What follows belongs to an exercise in optimizing a design on an open flow for small area; a production flow would make more cautious choices. Only simulation tests tie the RTL to the original design; equivalence was not proved. Power and IR drop assume default switching activity.

Setup of build 66:
==> flow/design.v (excerpt) <==
module spec_top (
	input  logic                             sys_clk,
	input  logic                             sys_rst,
	input  logic                             adc_flag,
	input  logic                             spec_valid,
	input  logic                             spec_sop,
	input  logic                             spec_eop,
	input  logic signed [10-1:0] spec_re,
	input  logic signed [10-1:0] spec_im,
	output logic [10-1:0]        sample_addr,
	output logic                             sink_valid,
	output logic                             sink_sop,
	output logic                             sink_eop,
	output logic                             power_valid,
	output logic [10-1:0]        power_bin,
	output logic [20-1:0]         power,
	output logic                             update_flag,
	output logic [10-1:0]        bin_a,
	output logic [10-1:0]        bin_b,
	output logic [20-1:0]         power_a,
	output logic [20-1:0]         power_b,
	output logic [10-1:0]           amp_a,
	output logic [10-1:0]           amp_b
);
Size in the first run: roughly 13000 um2 of cells after synthesis.
export LEC_CHECK = 0
export CAP_MARGIN = 20
export CORE_MARGIN = 2
export CORE_UTILIZATION = 70
export CTS_BUF_LIST = sky130_fd_sc_hd__clkbuf_8
export CTS_CLUSTER_DIAMETER = 60
export CTS_CLUSTER_SIZE = 18
export PLACE_DENSITY = 0.8
export SLEW_MARGIN = 20
create_clock -name core_clock -period 10.0 [get_ports {sys_clk}]
standard.sh (not shown) runs the stock make flow with config.mk's settings and CLKGATE_MAP_FILE= SYNTH_SCRIPT=/design/flow/synth_recipe.tcl, a recipe that flattens the netlist after the stock synthesis.
==> flow/flow/run.sh <==
#!/bin/bash
# The standard layout with three changes:
# - after the standard synthesis, the combinational logic between the registers is
#   cleaned up: flow/polarity.py removes inverters around the full adders and
#   polarity-paired gates, and flow/resyn.tcl re-maps the rest with ABC for area.
#   Registers (cells and names) and full adders are kept as they are.
# - the port buffers are made of the smallest buffer cell.
# - clock tree synthesis adds no dummy loads (same settings as config.mk otherwise).
set -euo pipefail
R=orfs/results/sky130hd/spec_top/base
LIB=$FLOW_HOME/platforms/sky130hd/lib/sky130_fd_sc_hd__tt_025C_1v80.lib
YOSYS=yosys
[[ -x $FLOW_HOME/../tools/install/yosys/bin/yosys ]] && YOSYS=$FLOW_HOME/../tools/install/yosys/bin/yosys
bash standard.sh synth > synth.log 2>&1
cp $R/1_2_yosys.v $R/1_2_yosys.standard.v
python3 flow/polarity.py $R/1_2_yosys.standard.v $R/1_2_yosys.pol1.v > polarity1.log 2>&1
LIB=$LIB IN_V=$R/1_2_yosys.pol1.v OUT_V=$R/1_2_yosys.resyn.v TOP=$FLOW_TOP STAT=resyn_stat.txt \
  $YOSYS -c flow/resyn.tcl > resyn.log 2>&1
python3 flow/polarity.py $R/1_2_yosys.resyn.v $R/1_2_yosys.v > polarity2.log 2>&1
rm -f $R/1_synth.odb $R/1_synth.sdc
CTS="-sink_clustering_enable -repair_clock_nets -sink_clustering_size 18 -sink_clustering_max_diameter 60"
CTS="$CTS -buf_list sky130_fd_sc_hd__clkbuf_8 -dont_use_dummy_load"
bash standard.sh BUFFER_PORTS_ARGS="-buffer_cell sky130_fd_sc_hd__buf_1" "CTS_ARGS=$CTS" finish > standard.log 2>&1
==> flow/flow/resyn.tcl <==
# Re-map the combinational logic of the polarity-cleaned netlist for area.
# Registers, full adders and tie cells are kept as they are (black boxes),
# so every register keeps its cell and name.
yosys -import
set lib $::env(LIB)
read_liberty -ignore_miss_func $lib
read_verilog $::env(IN_V)
hierarchy -top $::env(TOP)
blackbox sky130_fd_sc_hd__df* sky130_fd_sc_hd__edf* sky130_fd_sc_hd__fa_* sky130_fd_sc_hd__conb_*
flatten
opt_clean
abc -liberty $lib -dont_use *probe* -dont_use *lpflow* -dont_use *clkdly* -dont_use *dlygate* -dont_use *dlymetal* -script "+strash;dch;map,-a;mfs2;strash;dch;map,-a;mfs2;strash;dch;map,-a"
opt_clean -purge
setundef -zero
splitnets
opt_clean -purge
hilomap -singleton -hicell sky130_fd_sc_hd__conb_1 HI -locell sky130_fd_sc_hd__conb_1 LO
insbuf -buf sky130_fd_sc_hd__buf_4 A X
opt_clean -purge
check
tee -o $::env(STAT) stat -liberty $lib
write_verilog -noattr -noexpr -nohex -nodec $::env(OUT_V)
Other scripts of this flow, unchanged in this note and not shown: flow/flow/polarity.py
The final layout from build 66, which completed every stage, passed the timing, design-rule and antenna checks at the end of the flow.
Changes in build 89 relative to build 66:
diff --git a/flow/flow/run.sh b/flow/flow/run.sh
--- a/flow/flow/run.sh
+++ b/flow/flow/run.sh
@@ -21,3 +21,5 @@
 CTS="-sink_clustering_enable -repair_clock_nets -sink_clustering_size 18 -sink_clustering_max_diameter 60"
 CTS="$CTS -buf_list sky130_fd_sc_hd__clkbuf_8 -dont_use_dummy_load"
-bash standard.sh BUFFER_PORTS_ARGS="-buffer_cell sky130_fd_sc_hd__buf_1" "CTS_ARGS=$CTS" finish > standard.log 2>&1
+DU="$(make -s -C $FLOW_HOME DESIGN_CONFIG=$FLOW_CONFIG WORK_HOME=$PWD/orfs print-DONT_USE_CELLS | sed -n 's/^DONT_USE_CELLS: //p')"
+DU="$DU sky130_fd_sc_hd__buf_4 sky130_fd_sc_hd__buf_6 sky130_fd_sc_hd__buf_8 sky130_fd_sc_hd__buf_12 sky130_fd_sc_hd__buf_16"
+bash standard.sh "DONT_USE_CELLS=$DU" BUFFER_PORTS_ARGS="-buffer_cell sky130_fd_sc_hd__buf_1" "CTS_ARGS=$CTS" finish > standard.log 2>&1
### Flow results
Comparing build 89 with build 66, the worst hold slack came out essentially unchanged. Worst IR drop on VDD of build 89 exceeds that of build 66 by a few percent. Area added between synthesis and finish: build 89 vs build 66 up 0.34 points.
## Diff of input files: build 22 against build 89
==> flow/flow/run.sh <==
#!/bin/bash
# The standard layout with two changes:
# - after the standard synthesis, the combinational logic between the registers is
#   cleaned up: flow/polarity.py removes inverters around the full adders and
#   polarity-paired gates, and flow/resyn.tcl re-maps the rest with ABC for area.
#   Registers (cells and names) and full adders are kept as they are.
# - the port buffers are made of the smallest buffer cell.
set -euo pipefail
R=orfs/results/sky130hd/spec_top/base
LIB=$FLOW_HOME/platforms/sky130hd/lib/sky130_fd_sc_hd__tt_025C_1v80.lib
YOSYS=yosys
[[ -x $FLOW_HOME/../tools/install/yosys/bin/yosys ]] && YOSYS=$FLOW_HOME/../tools/install/yosys/bin/yosys
bash standard.sh synth > synth.log 2>&1
cp $R/1_2_yosys.v $R/1_2_yosys.standard.v
python3 flow/polarity.py $R/1_2_yosys.standard.v $R/1_2_yosys.pol1.v > polarity1.log 2>&1
LIB=$LIB IN_V=$R/1_2_yosys.pol1.v OUT_V=$R/1_2_yosys.resyn.v TOP=$FLOW_TOP STAT=resyn_stat.txt \
  $YOSYS -c flow/resyn.tcl > resyn.log 2>&1
python3 flow/polarity.py $R/1_2_yosys.resyn.v $R/1_2_yosys.v > polarity2.log 2>&1
rm -f $R/1_synth.odb $R/1_synth.sdc
bash standard.sh BUFFER_PORTS_ARGS="-buffer_cell sky130_fd_sc_hd__buf_1" finish > standard.log 2>&1
diff --git a/flow/config.mk b/flow/config.mk
--- a/flow/config.mk
+++ b/flow/config.mk
@@ -10,6 +10,6 @@
 export CORE_UTILIZATION = 70
 export CTS_BUF_LIST = sky130_fd_sc_hd__clkbuf_8
-export CTS_CLUSTER_DIAMETER = 60
-export CTS_CLUSTER_SIZE = 18
+export CTS_CLUSTER_DIAMETER = 50
+export CTS_CLUSTER_SIZE = 16
 export PLACE_DENSITY = 0.8
 export SLEW_MARGIN = 20
From build 89 to build 22 the numbers moved as follows: overall via count from detail_route rose 149, layout overhead on the synthesized area now sits higher, final worst-path setup slack decreased 7.2 ps, final design utilization higher. Build 22 reports a higher wire length on met1 than build 89 does. Going from build 89 to build 22, final instance count without filler cells higher, count of clock-buffer cells in the layout climbed 7. Build 89 has lower final instance area than build 22. Against build 89 as the reference, build 22 delivers a higher total detailed-routing wirelength. Comparing build 22 and build 89, the lower first-pass GRT wire length was measured on build 89.
--- input diff build 22..build 40 ---
diff --git a/flow/flow/run.sh b/flow/flow/run.sh
--- a/flow/flow/run.sh
+++ b/flow/flow/run.sh
@@ -1,4 +1,4 @@
 #!/bin/bash
-# The standard layout with two changes:
+# The standard layout with three changes:
 # - after the standard synthesis, the combinational logic between the registers is
 #   cleaned up: flow/polarity.py removes inverters around the full adders and
@@ -6,4 +6,5 @@
 #   Registers (cells and names) and full adders are kept as they are.
 # - the port buffers are made of the smallest buffer cell.
+# - clock tree synthesis adds no dummy loads (same settings as config.mk otherwise).
 set -euo pipefail
 R=orfs/results/sky130hd/spec_top/base
@@ -18,3 +19,5 @@
 python3 flow/polarity.py $R/1_2_yosys.resyn.v $R/1_2_yosys.v > polarity2.log 2>&1
 rm -f $R/1_synth.odb $R/1_synth.sdc
-bash standard.sh BUFFER_PORTS_ARGS="-buffer_cell sky130_fd_sc_hd__buf_1" finish > standard.log 2>&1
+CTS="-sink_clustering_enable -repair_clock_nets -sink_clustering_size 18 -sink_clustering_max_diameter 60"
+CTS="$CTS -buf_list sky130_fd_sc_hd__clkbuf_8 -dont_use_dummy_load"
+bash standard.sh BUFFER_PORTS_ARGS="-buffer_cell sky130_fd_sc_hd__buf_1" "CTS_ARGS=$CTS" finish > standard.log 2>&1
diff --git a/flow/config.mk b/flow/config.mk
--- a/flow/config.mk
+++ b/flow/config.mk
@@ -8,8 +8,9 @@
 export CAP_MARGIN = 20
 export CORE_MARGIN = 2
-export CORE_UTILIZATION = 70
+export CORE_UTILIZATION = 60
 export CTS_BUF_LIST = sky130_fd_sc_hd__clkbuf_8
-export CTS_CLUSTER_DIAMETER = 50
-export CTS_CLUSTER_SIZE = 16
-export PLACE_DENSITY = 0.8
+export CTS_CLUSTER_DIAMETER = 60
+export CTS_CLUSTER_SIZE = 18
+export GPL_ROUTABILITY_DRIVEN = 0
+export PLACE_DENSITY = 0.65
 export SLEW_MARGIN = 20
Findings:
- Of build 40 and build 22, build 22 shows the higher hold slack, with build 40 below it.
- What build 40 reported for vertical die dimension has to be multiplied by 0.928 to get the figure for build 22.
- Cmp build 40 vs build 22: design area lower in build 40
- Summary of build 40 over build 22: growth of design area from synthesis to finish now sits lower, utilization -11 points, sequential fraction of total cell area went up.
- The setup slack of build 40 is smaller than that of build 22.
- Cells: build 40 has more instances than build 22
- Via count of build 40 falls short of that of build 22 by a few percent.
- Relative to build 22, clock network area share has gone down in build 40.
- Count of buffers added by post-CTS timing repair for setup: build 22 vs build 40 identical
The following lists how build 31 was set up differently from build 40:
==> flow/flow/run.sh <==
#!/bin/bash
# The standard layout with two changes:
# - after the standard synthesis, the combinational logic between the registers is
#   cleaned up: flow/polarity.py removes inverters around the full adders and
#   polarity-paired gates, and flow/resyn.tcl re-maps the rest with ABC for area.
#   Registers (cells and names), full and half adders are kept as they are.
# - the port buffers are made of the smallest buffer cell.
set -euo pipefail
R=orfs/results/sky130hd/spec_top/base
LIB=$FLOW_HOME/platforms/sky130hd/lib/sky130_fd_sc_hd__tt_025C_1v80.lib
YOSYS=yosys
[[ -x $FLOW_HOME/../tools/install/yosys/bin/yosys ]] && YOSYS=$FLOW_HOME/../tools/install/yosys/bin/yosys
bash standard.sh synth > synth.log 2>&1
cp $R/1_2_yosys.v $R/1_2_yosys.standard.v
python3 flow/polarity.py $R/1_2_yosys.standard.v $R/1_2_yosys.pol1.v > polarity1.log 2>&1
LIB=$LIB IN_V=$R/1_2_yosys.pol1.v OUT_V=$R/1_2_yosys.resyn.v TOP=$FLOW_TOP STAT=resyn_stat.txt \
  $YOSYS -c flow/resyn.tcl > resyn.log 2>&1
python3 flow/polarity.py $R/1_2_yosys.resyn.v $R/1_2_yosys.v > polarity2.log 2>&1
rm -f $R/1_synth.odb $R/1_synth.sdc
bash standard.sh BUFFER_PORTS_ARGS="-buffer_cell sky130_fd_sc_hd__buf_1" finish > standard.log 2>&1
diff --git a/flow/flow/resyn.tcl b/flow/flow/resyn.tcl
--- a/flow/flow/resyn.tcl
+++ b/flow/flow/resyn.tcl
@@ -1,4 +1,4 @@
 # Re-map the combinational logic of the polarity-cleaned netlist for area.
-# Registers, full adders and tie cells are kept as they are (black boxes),
+# Registers, full/half adders and tie cells are kept as they are (black boxes),
 # so every register keeps its cell and name.
 yosys -import
@@ -7,5 +7,5 @@
 read_verilog $::env(IN_V)
 hierarchy -top $::env(TOP)
-blackbox sky130_fd_sc_hd__df* sky130_fd_sc_hd__edf* sky130_fd_sc_hd__fa_* sky130_fd_sc_hd__conb_*
+blackbox sky130_fd_sc_hd__df* sky130_fd_sc_hd__edf* sky130_fd_sc_hd__fa_* sky130_fd_sc_hd__ha_* sky130_fd_sc_hd__conb_*
 flatten
 opt_clean
==> flow/config.mk <==
export PLATFORM = sky130hd
export DESIGN_NAME = spec_top
export DESIGN_NICKNAME = spec_top
export VERILOG_FILES = /design/flow/design.v
export SDC_FILE = /design/flow/constraint.sdc
export NUM_CORES = 4
export LEC_CHECK = 0
export CAP_MARGIN = 5
export CORE_MARGIN = 2
export CORE_UTILIZATION = 70
export CTS_BUF_LIST = sky130_fd_sc_hd__clkbuf_8
export CTS_CLUSTER_DIAMETER = 60
export CTS_CLUSTER_SIZE = 18
export PLACE_DENSITY = 0.8
export SLEW_MARGIN = 5
Results
- Build 31: no failed stages, no open violations at the end
- The lower worst hold slack of build 40 and build 31 is in build 40.
- Summary of build 31 over build 40: die span in x now sits lower; non-clock buffer count now sits higher; internal power consumption now sits lower; core box area now sits lower; overall power consumption now sits at about the same level.
- Diff build 40..build 31 | total of cells resized after clock tree synthesis | unchanged
## Diff of input files: build 64 against build 31
diff --git a/flow/flow/run.sh b/flow/flow/run.sh
--- a/flow/flow/run.sh
+++ b/flow/flow/run.sh
@@ -4,6 +4,7 @@
 #   cleaned up: flow/polarity.py removes inverters around the full adders and
 #   polarity-paired gates, and flow/resyn.tcl re-maps the rest with ABC for area.
-#   Registers (cells and names), full and half adders are kept as they are.
+#   Registers (cells and names) and full adders are kept as they are.
 # - the port buffers are made of the smallest buffer cell.
+# - clock tree synthesis adds no dummy loads (same settings as config.mk otherwise).
 set -euo pipefail
 R=orfs/results/sky130hd/spec_top/base
@@ -18,3 +19,5 @@
 python3 flow/polarity.py $R/1_2_yosys.resyn.v $R/1_2_yosys.v > polarity2.log 2>&1
 rm -f $R/1_synth.odb $R/1_synth.sdc
-bash standard.sh BUFFER_PORTS_ARGS="-buffer_cell sky130_fd_sc_hd__buf_1" finish > standard.log 2>&1
+CTS="-sink_clustering_enable -repair_clock_nets -sink_clustering_size 18 -sink_clustering_max_diameter 60"
+CTS="$CTS -buf_list sky130_fd_sc_hd__clkbuf_8 -dont_use_dummy_load"
+bash standard.sh BUFFER_PORTS_ARGS="-buffer_cell sky130_fd_sc_hd__buf_1" "CTS_ARGS=$CTS" finish > standard.log 2>&1
diff --git a/flow/flow/resyn.tcl b/flow/flow/resyn.tcl
--- a/flow/flow/resyn.tcl
+++ b/flow/flow/resyn.tcl
@@ -1,4 +1,4 @@
 # Re-map the combinational logic of the polarity-cleaned netlist for area.
-# Registers, full/half adders and tie cells are kept as they are (black boxes),
+# Registers, full adders and tie cells are kept as they are (black boxes),
 # so every register keeps its cell and name.
 yosys -import
@@ -7,5 +7,5 @@
 read_verilog $::env(IN_V)
 hierarchy -top $::env(TOP)
-blackbox sky130_fd_sc_hd__df* sky130_fd_sc_hd__edf* sky130_fd_sc_hd__fa_* sky130_fd_sc_hd__ha_* sky130_fd_sc_hd__conb_*
+blackbox sky130_fd_sc_hd__df* sky130_fd_sc_hd__edf* sky130_fd_sc_hd__fa_* sky130_fd_sc_hd__conb_*
 flatten
 opt_clean
diff --git a/flow/config.mk b/flow/config.mk
--- a/flow/config.mk
+++ b/flow/config.mk
@@ -6,5 +6,5 @@
 export NUM_CORES = 4
 export LEC_CHECK = 0
-export CAP_MARGIN = 5
+export CAP_MARGIN = 20
 export CORE_MARGIN = 2
 export CORE_UTILIZATION = 70
@@ -13,3 +13,3 @@
 export CTS_CLUSTER_SIZE = 18
 export PLACE_DENSITY = 0.8
-export SLEW_MARGIN = 5
+export SLEW_MARGIN = 20
## What came out
Re part of the total power dissipated in the clock network: build 64 is 1.3 points down on build 31.
Core area (build 64 over build 31): decrease, 0.67%
Per the comparison of build 64 with build 31, combinational logic power went up about 3.4%; clock-buffer cell count has decreased; core utilization went down.
Compare build 31 and build 64 | global-route wire length before repair higher: build 31
Changes observed in build 64 relative to build 31: design area down 1.8%; detailed-route via count down 90; worst hold slack up 3.8 ps; global-route usage down 0.19 points.
A most common cell after layout, fill and taps aside of nand2_1 is what build 64 shows, while nor2_1 belongs to build 31.
The power spent charging and discharging nets in build 64 was higher than what build 31 gave.

[static timing again, ports no longer ideal]
The results above use ideal ports. As a check the final layouts listed here were re-extracted and re-timed, cells and wires unchanged. Step 1 sets driving cells, clkbuf_16 on the clock port and buf_2 on the other inputs (assumed; they add their load-dependent delay and slew). Step 2 adds t to the input delays and takes it off the output delays; t is the mean of the earliest and latest rising clock arrival at the registers after step 1. Input paths then give back, and output paths get back, about the clock's delay inside the block. Slacks: no drivers / after step 1 / after step 2; pairs: no drivers / after step 1.
run | t (ns) | slack for setup (ns) | clock arrival spread, ns | pins driven straight from the clock port
build 66 | 0.538 | 0.586 / 0.602 / 0.063 | 0.067 / 0.067 | 1
build 89 | 0.552 | 0.605 / 0.623 / 0.071 | 0.068 / 0.067 | 1
build 22 | 0.585 | 0.598 / 0.617 / 0.032 | 0.028 / 0.028 | 1
build 40 | 0.560 | 0.576 / 0.596 / 0.035 | 0.061 / 0.061 | 1
build 31 | 0.560 | 0.584 / 0.602 / 0.042 | 0.023 / 0.024 | 1
build 64 | 0.538 | 0.586 / 0.602 / 0.063 | 0.067 / 0.067 | 1
After both steps every run listed still meets setup and hold. The setup slack of build 22, which loses most, moves by +0.019 ns with the drivers and by -0.566 ns with both steps.
